This is an optimization exercise on Yosys and OpenROAD, whose aim is a short achievable clock period and few clock cycles per item, not a production implementation. In this exercise RTL edits were held to simulation tests only and were not proved equivalent to the original.

[design/flow/flow/run.sh]
#!/bin/bash
# The standard layout, with repair_timing asked to leave setup slack
# beyond the design's clock period, so that it works on every path longer
# than the target. The SDC and every other setting stay the standard flow's.
set -euo pipefail
bash standard.sh SETUP_SLACK_MARGIN=6.8 finish > standard_make.log 2>&1
[design/flow/standard.sh]
#!/bin/bash
# synth_recipe.tcl (not shown) runs the flow's synth.tcl, then flattens the netlist and writes it again
# the make line also repeats each setting of config.mk as NAME=value (left out here)
make -C /OpenROAD-flow-scripts/flow DESIGN_CONFIG=/design/flow/config.mk WORK_HOME=/design/flow/orfs CLKGATE_MAP_FILE= SYNTH_SCRIPT=/design/flow/synth_recipe.tcl "${@:-finish}"
[design/flow/config.mk]
export PLATFORM = sky130hd
export DESIGN_NAME = md_lr_top
export DESIGN_NICKNAME = md_lr_top
export VERILOG_FILES = /design/flow/design.v
export SDC_FILE = /design/flow/constraint.sdc
export NUM_CORES = 4
export LEC_CHECK = 0
export CAP_MARGIN = 20
export CORE_MARGIN = 2
export CORE_UTILIZATION = 40
export SLEW_MARGIN = 20
[design/flow/constraint.sdc]
create_clock -name core_clock -period 10.0 [get_ports {clk}]
set_input_delay 2.0000 -clock core_clock [delete_from_list [all_inputs] [get_ports {clk}]]
set_output_delay 2.0000 -clock core_clock [all_outputs]
set_load 0.01 [all_outputs]
[design/flow/design.v]
`timescale 1ns/1ps
package md_lr_pkg;
  localparam int GSIZE1D = 4;                      
  localparam int NNN1D   = 2;                      
  localparam int NNN3D   = NNN1D * NNN1D * NNN1D;  
  localparam int GADDRW  = 2;                      
  localparam int BADDRW  = 3;                      
  localparam int MAXNUMP = 16;                     
  localparam int PADDRW  = 4;                      
  localparam int QW      = 8;                      
  localparam int GELEW   = 16;                     
  localparam int FW      = 18;                     
  localparam int NSLOT   = 4;                      
  localparam int SLOTW   = 2;
  localparam int TW      = QW + 3;                 
  localparam int RW      = 15;                     
  localparam int OFIFO   = 5;                      
  typedef struct packed {
    logic        [GADDRW-1:0] z;
    logic        [GADDRW-1:0] y;
    logic        [GADDRW-1:0] x;
    logic signed [QW-1:0]     q;                   
  } particle_t;
  typedef logic signed [GELEW-1:0] grid_elem_t;
  typedef struct packed {
    logic signed [FW-1:0] fz;
    logic signed [FW-1:0] fy;
    logic signed [FW-1:0] fx;
  } force_t;
  function automatic logic [BADDRW-1:0] bank_of(
    input logic [GADDRW-1:0] x,
    input logic [GADDRW-1:0] y,
    input logic [GADDRW-1:0] z
  );
    bank_of = {z[0], y[0], x[0]};
  endfunction
  function automatic logic [BADDRW-1:0] bank_addr_of(
    input logic [GADDRW-1:0] x,
    input logic [GADDRW-1:0] y,
    input logic [GADDRW-1:0] z
  );
    bank_addr_of = {z[GADDRW-1], y[GADDRW-1], x[GADDRW-1]};
  endfunction
  function automatic logic [GADDRW-1:0] neighbour_coord(
    input logic [GADDRW-1:0] c,
    input logic              off
  );
    neighbour_coord = c + {{(GADDRW-1){1'b0}}, off};      
  endfunction
  function automatic logic signed [TW-1:0] pair_term(
    input logic signed [QW-1:0]     q,
    input logic        [GADDRW-1:0] da,
    input logic        [GADDRW-1:0] db,
    input logic        [GADDRW-1:0] dc
  );
    logic signed [TW-1:0] mag;
    logic signed [TW-1:0] qx;
    logic                 zero;
    qx   = {{(TW-QW){q[QW-1]}}, q};
    zero = ~da[0] | (db == 2'd2) | (dc == 2'd2);
    case ({db == 2'd0, dc == 2'd0})
      2'b00:   mag = qx;
      2'b11:   mag = qx <<< 2;
      default: mag = qx <<< 1;
    endcase
    if (zero) begin
      pair_term = '0;
    end else if (~da[1]) begin
      pair_term = -mag;                             
    end else begin
      pair_term = mag;                              
    end
  endfunction
endpackage
`timescale 1ns/1ps
module bank_ram #(
  parameter int W    = 8,
  parameter int SELW = 3
) (
  input  logic [(2**SELW)*W-1:0] din,
  input  logic [SELW-1:0]        sel,
  output logic [W-1:0]           dout
);
  logic [SELW:0][(2**SELW)*W-1:0] lvl;    
  assign lvl[0] = din;
  for (genvar l = 1; l <= SELW; l++) begin : g_lvl
    for (genvar i = 0; i < 2 ** (SELW - l); i++) begin : g_m
      assign lvl[l][i*W +: W] = sel[l-1] ? lvl[l-1][(2*i+1)*W +: W] : lvl[l-1][2*i*W +: W];
    end
    if (2 ** (SELW - l) * W < (2 ** SELW) * W) begin : g_pad
      assign lvl[l][(2**SELW)*W-1:(2**(SELW-l))*W] = '0;
    end
  end
  assign dout = lvl[SELW][W-1:0];
endmodule
`timescale 1ns/1ps
module force_gather #(
  parameter int W = 15
) (
  input  logic [W-1:0] a,
  input  logic [W-1:0] b,
  input  logic [W-1:0] c,
  input  logic         cin,
  output logic [W-1:0] s,
  output logic [W-1:0] cy
);
  assign s  = a ^ b ^ c;
  assign cy = {((a[W-2:0] & b[W-2:0]) | (a[W-2:0] & c[W-2:0]) | (b[W-2:0] & c[W-2:0])), cin};
endmodule
`timescale 1ns/1ps
module md_lr_top (
  input  logic                         clk,
  input  logic                         rst,
  output logic                         pready,
  input  logic                         pvalid,
  input  logic [md_lr_pkg::PADDRW-1:0] paddr,
  input  md_lr_pkg::particle_t         pwdata,
  input  logic                         plast,
  input  logic                         fready,
  output logic                         fvalid,
  output logic [md_lr_pkg::PADDRW-1:0] faddr,
  output logic                         flast,
  output md_lr_pkg::force_t            fdata
);
  localparam int NSLOT = md_lr_pkg::NSLOT;
  localparam int SW    = md_lr_pkg::SLOTW;
  localparam int QW    = md_lr_pkg::QW;
  localparam int TW    = md_lr_pkg::TW;
  localparam int RW    = md_lr_pkg::RW;
  localparam int PW    = 3 * md_lr_pkg::GADDRW + QW;
  logic          pready_q;
  logic          accept;
  logic          first_q;                 
  logic [SW-1:0] alloc_ptr;               
  logic [SW-1:0] cur_slot;                
  logic [SW:0]   used;                    
  logic [SW:0]   used_nxt;
  logic          free_slot;               
  assign pready   = pready_q;
  assign accept   = pvalid & pready_q;
  logic          free_q;                  
  assign used_nxt = used + {{SW{1'b0}}, accept & first_q} - {{SW{1'b0}}, free_q};
  always_ff @(posedge clk) begin
    if (rst) begin
      pready_q  <= 1'b1;
      first_q   <= 1'b1;
      free_q    <= 1'b0;
      alloc_ptr <= '0;
      used      <= '0;
    end else begin
      if (accept) begin
        first_q <= plast;
      end
      if (accept & first_q) begin
        alloc_ptr <= alloc_ptr + 1'b1;
      end
      free_q   <= free_slot;
      used     <= used_nxt;
      pready_q <= (accept ? ~plast : ~first_q) | (used_nxt != NSLOT[SW:0]);
    end
  end
  always_ff @(posedge clk) begin
    if (accept & first_q) begin
      cur_slot <= alloc_ptr;
    end
  end
  logic                 in_v;
  logic                 in_gone;          
  logic                 in_last;
  logic [3:0]           in_idx;
  md_lr_pkg::particle_t in_p;
  always_ff @(posedge clk) begin
    if (rst) begin
      in_v <= 1'b0;
    end else begin
      in_v <= accept;
    end
  end
  always_ff @(posedge clk) begin
    in_gone  <= pbyp & gr_load;
    in_last  <= plast;
    in_idx   <= paddr;
    in_p     <= pwdata;
  end
  logic [NSLOT-1:0][15:0][PW-1:0] slot_p;    
  logic [3:0]           slot_nlast [NSLOT];
  logic [NSLOT-1:0]     slot_full;
  logic [NSLOT-1:0]     slot_set;
  logic [NSLOT-1:0]     slot_clr;
  for (genvar s = 0; s < NSLOT; s++) begin : g_set
    assign slot_set[s] = in_v & in_last & ~in_gone & (cur_slot == SW'(s));
  end
  always_ff @(posedge clk) begin
    for (int s = 0; s < NSLOT; s++) begin
      if (in_v & (cur_slot == SW'(s))) begin
        for (int j = 0; j < 16; j++) begin
          if (in_idx == j[3:0]) begin
            slot_p[s][j] <= in_p;
          end
        end
        if (in_last) begin
          slot_nlast[s] <= in_idx;
        end
      end
    end
  end
  always_ff @(posedge clk) begin
    if (rst) begin
      slot_full <= '0;
    end else begin
      slot_full <= (slot_full | slot_set) & ~slot_clr;
    end
  end
  localparam int OCAP = md_lr_pkg::OFIFO;       
  logic [SW-1:0]        ld_ptr;
  logic [SW-1:0]        ld_ptr_c [4];     
  logic                 byp;
  logic                 pbyp;
  logic [SW-1:0]        port_slot;        
  logic                 in_same;          
  logic [3:0]           nl_new;
  logic [3:0]           ld_nlast;         
  logic [PW-1:0]        ld_part [16];     
  always_comb begin
    ld_nlast = slot_nlast[0];
    for (int s = 1; s < NSLOT; s++) begin
      if (ld_ptr == SW'(s)) begin
        ld_nlast = slot_nlast[s];
      end
    end
    for (int j = 0; j < 16; j++) begin
      ld_part[j] = slot_p[0][j];
      for (int s = 1; s < NSLOT; s++) begin
        if (ld_ptr_c[j / 4] == SW'(s)) begin
          ld_part[j] = slot_p[s][j];
        end
      end
    end
  end
  logic                 ld_rdy;
  logic                 gr_load;
  logic                 gr_v;             
  logic [PW-1:0]        gr [16];          
  logic [3:0]           gr_nlast;
  logic [3:0]           g_idx;
  logic                 g_last;
  logic                 issue;
  logic [4:0]           outst;            
  logic                 take;
  logic [5:0]           g_pos;            
  assign port_slot = first_q ? alloc_ptr : cur_slot;
  assign pbyp      = accept & plast & (port_slot == ld_ptr);
  assign in_same   = in_v & ((pbyp & ~first_q) | byp);
  assign byp       = in_v & in_last & ~in_gone & (cur_slot == ld_ptr);
  assign ld_rdy    = slot_full[ld_ptr] | byp | pbyp;
  assign nl_new    = pbyp ? paddr : byp ? in_idx : ld_nlast;
  assign g_last    = (g_idx == gr_nlast);
  assign issue     = gr_v & (outst < 5'(OCAP));
  assign gr_load   = ld_rdy & (~gr_v | (issue & g_last));
  assign free_slot = gr_load;
  for (genvar s = 0; s < NSLOT; s++) begin : g_clr
    assign slot_clr[s] = gr_load & (ld_ptr == SW'(s));
  end
  logic [PW-1:0]        gr_new [16];
  always_comb begin
    for (int j = 0; j < 16; j++) begin
      gr_new[j] = ld_part[j];
      if (j[3:0] > nl_new) begin
        gr_new[j][QW-1:0] = '0;
      end
      if (in_same & (in_idx == j[3:0])) begin
        gr_new[j] = in_p;
      end
      if (pbyp & (paddr == j[3:0])) begin
        gr_new[j] = pwdata;
      end
    end
  end
  always_ff @(posedge clk) begin
    if (gr_load) begin
      for (int j = 0; j < 16; j++) begin
        gr[j] <= gr_new[j];
      end
      gr_nlast <= nl_new;
    end
  end
  always_ff @(posedge clk) begin
    if (rst) begin
      ld_ptr <= '0;
      for (int k = 0; k < 4; k++) begin
        ld_ptr_c[k] <= '0;
      end
      gr_v   <= 1'b0;
      g_idx  <= '0;
      outst  <= '0;
    end else begin
      if (gr_load) begin
        ld_ptr <= ld_ptr + 1'b1;
        for (int k = 0; k < 4; k++) begin
          ld_ptr_c[k] <= ld_ptr_c[k] + 1'b1;
        end
      end
      if (gr_load) begin
        gr_v <= 1'b1;
      end else if (issue & g_last) begin
        gr_v <= 1'b0;
      end
      if (issue) begin
        g_idx <= g_last ? 4'd0 : g_idx + 1'b1;
      end
      outst <= outst + {4'd0, issue} - {4'd0, take};
    end
  end
  logic [3:0]           g_idx1;           
  logic [5:0]           p0_new;
  assign p0_new = (pbyp & (paddr == 4'd0))    ? {pwdata.z, pwdata.y, pwdata.x} :
                  (in_same & (in_idx == 4'd0)) ? {in_p.z, in_p.y, in_p.x}
                                               : ld_part[0][PW-1:QW];
  always_ff @(posedge clk) begin
    if (gr_load) begin
      g_pos <= p0_new;
    end else if (issue & ~g_last) begin
      g_pos <= gr[g_idx1][PW-1:QW];
    end
  end
  always_ff @(posedge clk) begin
    if (rst) begin
      g_idx1 <= 4'd1;
    end else if (issue) begin
      g_idx1 <= g_last ? 4'd1 : g_idx1 + 1'b1;
    end
  end
  localparam int NCOMP = 3;
  logic                 r1_v, r1_last;
  logic [3:0]           r1_idx;
  localparam int TW1 = QW + 3;              
  logic [TW1-1:0]       r1_t    [NCOMP][16];   
  logic                 r1_neg  [NCOMP][16];   
  always_ff @(posedge clk) begin
    if (rst) begin
      r1_v <= 1'b0;
    end else begin
      r1_v <= issue;
    end
  end
  for (genvar j = 0; j < 16; j++) begin : g_kern
    logic [NCOMP-1:0] od, e0, e2, d1;
    for (genvar a = 0; a < NCOMP; a++) begin : g_ax
      logic [1:0] ci, cj;
      logic       hx;
      assign ci    = g_pos[2*a +: 2];
      assign cj    = gr[j][QW+2*a +: 2];
      assign hx    = ci[1] ^ cj[1];
      assign od[a] = ci[0] ^ cj[0];
      assign e0[a] = ~od[a] & ~hx;
      assign e2[a] = ~od[a] & hx;
      assign d1[a] = od[a] & ~(hx ^ cj[0]);       
    end
    for (genvar c = 0; c < NCOMP; c++) begin : g_c
      localparam int B = (c + 1) % NCOMP;
      localparam int C = (c + 2) % NCOMP;
      logic           zero, neg;
      logic [1:0]     code;
      logic [TW1-1:0] qx, m;
      assign zero = ~od[c] | e2[B] | e2[C];
      assign neg  = ~zero & d1[c];
      assign code = zero ? 2'd0 : {e0[B] | e0[C], ~(e0[B] ^ e0[C])};
      assign qx   = {{(TW1-QW){gr[j][QW-1]}}, gr[j][QW-1:0]};
      always_comb begin
        case (code)
          2'd0:    m = '0;
          2'd1:    m = qx;
          2'd2:    m = qx << 1;
          default: m = qx << 2;
        endcase
      end
      always_ff @(posedge clk) begin
        r1_t[c][j]   <= neg ? ~m : m;
        r1_neg[c][j] <= neg;
      end
    end
  end
  always_ff @(posedge clk) begin
    r1_last <= g_last;
    r1_idx  <= g_idx;
  end
  logic                 r2_v, r2_last;
  logic [3:0]           r2_idx;
  logic [RW-1:0]        r2_cs  [NCOMP][4];
  logic [1:0]           r2_neg [NCOMP];      
  for (genvar c = 0; c < NCOMP; c++) begin : g_red2
    logic [RW-1:0] term [16];
    logic [RW-1:0] l1 [11];
    logic [RW-1:0] l2 [8];
    logic [RW-1:0] l3 [6];
    logic [RW-1:0] l4 [4];
    for (genvar j = 0; j < 16; j++) begin : g_t
      assign term[j] = {{(RW-TW1){r1_t[c][j][TW1-1]}}, r1_t[c][j]};
    end
    for (genvar k = 0; k < 5; k++) begin : g_l1
      force_gather #(.W(RW)) u_csa (
        .a (term[3*k]), .b (term[3*k+1]), .c (term[3*k+2]), .cin (r1_neg[c][k]),
        .s (l1[2*k]), .cy (l1[2*k+1])
      );
    end
    assign l1[10] = term[15];
    for (genvar k = 0; k < 3; k++) begin : g_l2
      force_gather #(.W(RW)) u_csa (
        .a (l1[3*k]), .b (l1[3*k+1]), .c (l1[3*k+2]), .cin (r1_neg[c][5+k]),
        .s (l2[2*k]), .cy (l2[2*k+1])
      );
    end
    force_gather #(.W(RW)) u_csa2 (
      .a (l1[9]), .b (l1[10]), .c ({{(RW-1){1'b0}}, r1_neg[c][15]}), .cin (r1_neg[c][8]),
      .s (l2[6]), .cy (l2[7])
    );
    for (genvar k = 0; k < 2; k++) begin : g_l3
      force_gather #(.W(RW)) u_csa (
        .a (l2[3*k]), .b (l2[3*k+1]), .c (l2[3*k+2]), .cin (r1_neg[c][9+k]),
        .s (l3[2*k]), .cy (l3[2*k+1])
      );
    end
    assign l3[4] = l2[6];
    assign l3[5] = l2[7];
    for (genvar k = 0; k < 2; k++) begin : g_l4
      force_gather #(.W(RW)) u_csa (
        .a (l3[3*k]), .b (l3[3*k+1]), .c (l3[3*k+2]), .cin (r1_neg[c][11+k]),
        .s (l4[2*k]), .cy (l4[2*k+1])
      );
    end
    always_ff @(posedge clk) begin
      for (int k = 0; k < 4; k++) begin
        r2_cs[c][k] <= l4[k];
      end
      r2_neg[c] <= {r1_neg[c][14], r1_neg[c][13]};
    end
  end
  always_ff @(posedge clk) begin
    r2_last <= r1_last;
    r2_idx  <= r1_idx;
  end
  always_ff @(posedge clk) begin
    if (rst) begin
      r2_v <= 1'b0;
    end else begin
      r2_v <= r1_v;
    end
  end
  logic                 r3_v, r3_last;
  logic [3:0]           r3_idx;
  logic [RW-1:0]        r3_s [NCOMP];
  logic [RW-1:0]        r3_c [NCOMP];
  for (genvar c = 0; c < NCOMP; c++) begin : g_red3
    logic [RW-1:0] l5 [3];
    logic [RW-1:0] l6 [2];
    force_gather #(.W(RW)) u_csa5 (
      .a (r2_cs[c][0]), .b (r2_cs[c][1]), .c (r2_cs[c][2]), .cin (r2_neg[c][0]),
      .s (l5[0]), .cy (l5[1])
    );
    assign l5[2] = r2_cs[c][3];
    force_gather #(.W(RW)) u_csa6 (
      .a (l5[0]), .b (l5[1]), .c (l5[2]), .cin (r2_neg[c][1]),
      .s (l6[0]), .cy (l6[1])
    );
    always_ff @(posedge clk) begin
      r3_s[c] <= l6[0];
      r3_c[c] <= l6[1];
    end
  end
  always_ff @(posedge clk) begin
    r3_last <= r2_last;
    r3_idx  <= r2_idx;
  end
  always_ff @(posedge clk) begin
    if (rst) begin
      r3_v <= 1'b0;
    end else begin
      r3_v <= r2_v;
    end
  end
  logic [RW-1:0]        fsum [NCOMP];
  for (genvar c = 0; c < NCOMP; c++) begin : g_cpa
    assign fsum[c] = r3_s[c] + r3_c[c];
  end
  localparam int OD  = md_lr_pkg::OFIFO;
  localparam int ODW = $clog2(OD);
  localparam int EW  = 3 * RW + 5;
  logic [EW-1:0]  ofifo [OD];
  logic [ODW-1:0] owp, orp, orp1;         
  logic [ODW:0]   ocnt;                   
  logic [ODW:0]   ocnt_nxt;
  logic [EW-1:0]  r3_e;
  logic           fvalid_q;
  logic [EW-1:0]  out_q;
  logic [EW-1:0]  head0, head1;           
  function automatic logic [ODW-1:0] oinc(input logic [ODW-1:0] a);
    oinc = (a == ODW'(OD - 1)) ? '0 : a + 1'b1;
  endfunction
  assign r3_e     = {r3_last, r3_idx, fsum[2], fsum[1], fsum[0]};
  assign take     = fvalid_q & fready;
  assign ocnt_nxt = ocnt + {{ODW{1'b0}}, r3_v} - {{ODW{1'b0}}, take};
  assign head0    = (r3_v & (owp == orp))  ? r3_e : ofifo[orp];
  assign head1    = (r3_v & (owp == orp1)) ? r3_e : ofifo[orp1];
  always_ff @(posedge clk) begin
    if (rst) begin
      owp      <= '0;
      orp      <= '0;
      orp1     <= ODW'(1);
      ocnt     <= '0;
      fvalid_q <= 1'b0;
    end else begin
      if (r3_v) owp <= oinc(owp);
      if (take) begin
        orp  <= orp1;
        orp1 <= oinc(orp1);
      end
      ocnt     <= ocnt_nxt;
      fvalid_q <= (ocnt_nxt != '0);
    end
  end
  always_ff @(posedge clk) begin
    if (r3_v) ofifo[owp] <= r3_e;
    out_q <= take ? head1 : head0;
  end
  assign fvalid   = fvalid_q;
  assign flast    = out_q[EW-1];
  assign faddr    = out_q[EW-2 -: 4];
  assign fdata.fx = {{(md_lr_pkg::FW-RW){out_q[RW-1]}}, out_q[RW-1:0]};
  assign fdata.fy = {{(md_lr_pkg::FW-RW){out_q[2*RW-1]}}, out_q[2*RW-1:RW]};
  assign fdata.fz = {{(md_lr_pkg::FW-RW){out_q[3*RW-1]}}, out_q[3*RW-1:2*RW]};
endmodule
==> flow_summary_export.csv <==
group,metric,value,unit
global_routing,grt_pass1_wl,496600,µm
clocking,cts-root-buf,"clkbuf_16",
run,maxCapViolCount,0,
clocking,clkLatencyLatePin,930,ps
place,routabilityCongestion,0.9822,
worst_setup_path,cp_max_fo,4,
detailed_routing,vias_per_cell,5.409,
sta,max_freq,295.1,MHz
floorplanning,die-area,285400,µm²
layout,postLayoutCellArea,127400,µm²
detailed_routing,drt_pre_antenna_iters,6,
synth,yosysUniqueCellTypes,81,
place,dpl.hpwl,248200,µm
sta,relSlewSlack,24.40,%
clocking,cts_tree,"built",
place,port_buffers,83,
clocking,clock_path_buffers,4,
worst_setup_path,cp_top_family,"flip-flops",
floorplanning,core_area,279600,µm²
worst_setup_path,worstSetupPathType,"reg2out",
layout,area_growth,13.27,%
sta,holdWs,317.9,ps
sta,min_period_over_period,33.89,%
worst_setup_path,cp_cell_sequence,"buf_6",
synth,synth_area,112500,µm²
sta,setup_ws,6611,ps
synth,syn-instance-count,9808,
synth,synth_flop_cell,"edfxtp_1",
floorplanning,die_y,534.2,µm
sta,worstMarginPinSlew,1130,ps
worst_setup_path,worstPathArrival,1390,ps
floorplanning,io_pins,84,
sta,setup_viol,0,
layout,nFillCells,25379,
global_routing,grt-ovfl-total,0,
sta,slew_viol_final,0,
detailed_routing,drtAntennaViolNets,0,
sta,finalSetupTns,0,ps
clocking,clk_pin_slew_worst_paths,60,ps
clocking,cts-hold-fix-buffers,0,
place,dpl-instance-area,117200,µm²
sta,rsz0062_at_grt,"yes",
clocking,cts_buffers,263,
synth,async_reset_ff_share,0,%
floorplanning,dieWidth,534.2,µm
floorplanning,start_util,40.22,%
worst_setup_path,critical_path_required,8000,ps
layout,layout-drive-gt1-share,10.91,%
global_routing,grt_max_degree,113,
sta,fin_worst_skew,104.7,ps
global_routing,grt_pass1_vias,70214,
layout,layout.nets,10426,
worst_setup_path,cp_slowest_cell,"dfxtp_4",
worst_setup_path,critPathLaunchType,"flop",
clocking,htreeDepth,5,
detailed_routing,drc,0,
worst_hold_path,hold_path_class,"reg2reg",
worst_setup_path,cp-end-kind,"primary output",
synth,ys_warn_count,58,
sta,hold_viol_final,0,
worst_setup_path,max_stage_delay,390,ps
detailed_routing,drt-initial-drc-count,8102,
synth,yosysSeqAreaShare,53.90,%
global_routing,grt_use_total,23.81,%
detailed_routing,wl_per_cell,25.53,µm
worst_setup_path,path_buf_inv,1,
global_routing,antenna_found_initial,19,
floorplanning,num_rows,194,
run_status,status,"timing/DRC/antenna clean",
clocking,clkSinkCount,2329,
sta,period_minus_slack,3389,ps
synth,synth-edff-count,1398,
place,post-place-ws,4135,ps
detailed_routing,wl,349400,µm
synth,syn_area_per_cell,11.47,µm²
synth,synthesis.nets,10482,
detailed_routing,via_count,74002,
synth,ys_ff_latch,2329,
## area by class of cell
class / instances / area [µm²] / share of cell area (%)
antenna: 6 / 15.01 / 0.01179
sequential: 2329 / 60760 / 47.70
tap: 3724 / 4659 / 3.658
timing repair inverter: 5 / 43.79 / 0.03438
inverter: 635 / 2417 / 1.898
clock buffer: 337 / 7168 / 5.627
clock inverter: 128 / 1584 / 1.244
timing repair buffer: 244 / 2287 / 1.796
multi-input combinational: 6274 / 48450 / 38.03
## cell families after synthesis
group | after synthesis | synth area share (%)
AOI/OAI and AO/OA | 1652 | 8.399
and+or+nand+nor | 2622 | 10.56
adders and majority gates | 651 | 10.53
xor gates and xnor gates | 639 | 4.977
muxes | 702 | 7.428
buffers and inverters | 1213 | 4.200
DFF | 2329 | 53.90
## cell usage after synthesis (16+ instances only)
cell	count	share of area, %
or3_1	21	0.12
a21o_1	21	0.14
inv_1	632	2.1
a22o_1	17	0.13
o211ai_1	181	1.2
ha_1	159	1.8
nor2_2	16	0.089
o221ai_1	21	0.16
nand4b_1	16	0.12
nand3_1	118	0.53
a221oi_1	23	0.18
nand2b_1	134	0.75
o21ai_0	649	2.9
nor2b_1	175	0.97
nand2_1	1222	4.1
a211oi_1	34	0.23
o21a_1	19	0.13
edfxtp_1	1398	37
dfxtp_1	931	17
clkbuf_1	412	1.4
buf_2	82	0.36
nand3b_1	130	0.87
mux2i_1	581	5.2
xnor2_1	591	4.6
a21oi_1	596	2.7
nor2_1	607	2.0
mux4_2	103	2.1
buf_1	70	0.23
xor2_1	48	0.37
nor3_1	110	0.49
fa_1	492	8.8
## timing repair
item                       in CTS  in global routing
setup endpoints to repair     746                470
pin swaps                      12                  8
cloned                         17                  3
setup buffers                  20                 11
gates resized for setup       454                 99
## per-layer routing
| layer | global-route usage [%] | part of all wire [%] | vias up |
|---|---|---|---|
| met2 | 36.97 | 45 | 3057 |
| met5 | 0 | 0.021 | - |
| met3 | 3.249 | 7.3 | 656 |
| met4 | 9.769 | 4.6 | 10 |
| li1 | - | - | 33661 |
| met1 | 33.57 | 43 | 36618 |
## registers in the layout (all words and copies together), names as in the netlist, 5 cells and up, named ones only
| name | count |
|---|---|
| in_p | 14 |
| g_pos | 6 |
| r3_c | 45 |
| r3_s | 45 |
| slot_nlast | 16 |
| r2_cs | 162 |
| ofifo | 250 |
| out_q | 50 |
| r2_neg | 6 |
| r1_t | 480 |
| r1_neg | 48 |
| outst | 5 |
| slot_p | 896 |
| ld_ptr_c | 8 |
| gr | 224 |
## stage by stage
stage	util, %	instances
after floorplan	-	9808
after global placement	41.88	13157
after detailed placement	41.92	13159
after CTS	45.34	13661
after global routing	45.55	13678
final	45.55	13682
## final timing paths
check / start / end / slack, ps / depth (start not counted)
worst min-delay path: r1_idx[0] / r2_idx[0] / 320 / 0
worst max register to register: in_idx[2] / slot_p[763] / 6770 / 3
worst min register to register: r1_idx[0] / r2_idx[0] / 320 / 0
worst max-delay path: out_q[29] / fdata[32] / 6610 / 1
## placed cells by master (no fill, tap or decap), types with 20 or more instances in the layout
master	instances
nor2_1	542
buf_6	62
o21ai_1	26
clkinv_1	28
fa_1	490
bufinv_16	28
nor3_2	22
or3_1	20
buf_2	23
mux4_2	103
a21oi_1	588
dfxtp_2	40
nand3b_1	130
buf_4	136
a21o_1	20
edfxtp_1	1398
o21ai_0	619
clkinv_2	38
dfxtp_1	867
nand3_1	102
inv_1	627
dfxtp_4	24
clkbuf_1	51
nor3_1	79
a221oi_1	23
xnor2_1	582
xor2_1	48
nor2b_1	170
o211ai_1	181
ha_1	141
nor2_2	67
nand2_1	1208
a211oi_1	30
nand2b_1	132
mux2i_1	580
clkbuf_16	271
Testbench counts, summed over its fixed seeds: cycles 1,374, items 1,214.

==> what the ideal ports hide <==
The flow's constraints put no driver on any port. The routed layout listed below was extracted and timed again, unchanged, in two steps.
Step 1 sets driving cells, clkbuf_16 on the clock port and buf_2 on the other inputs (assumed; they add their load-dependent delay and slew).
Step 2 times the ports against the registers' clock, not the clock port: input delays grow and output delays shrink by t, the midpoint of the rising clock arrivals with the driver on.
a / b / c = ideal / step 1 / step 2; a / b = the first two.
shift t [ns]: 0.968
slack for setup (ns): 6.611 / 6.514 / 5.845
worst setup path at the end: input to register
After both steps setup and hold are still met in this run. The setup slack of this run moves by -0.097 ns with the drivers and by -0.766 ns with both steps.
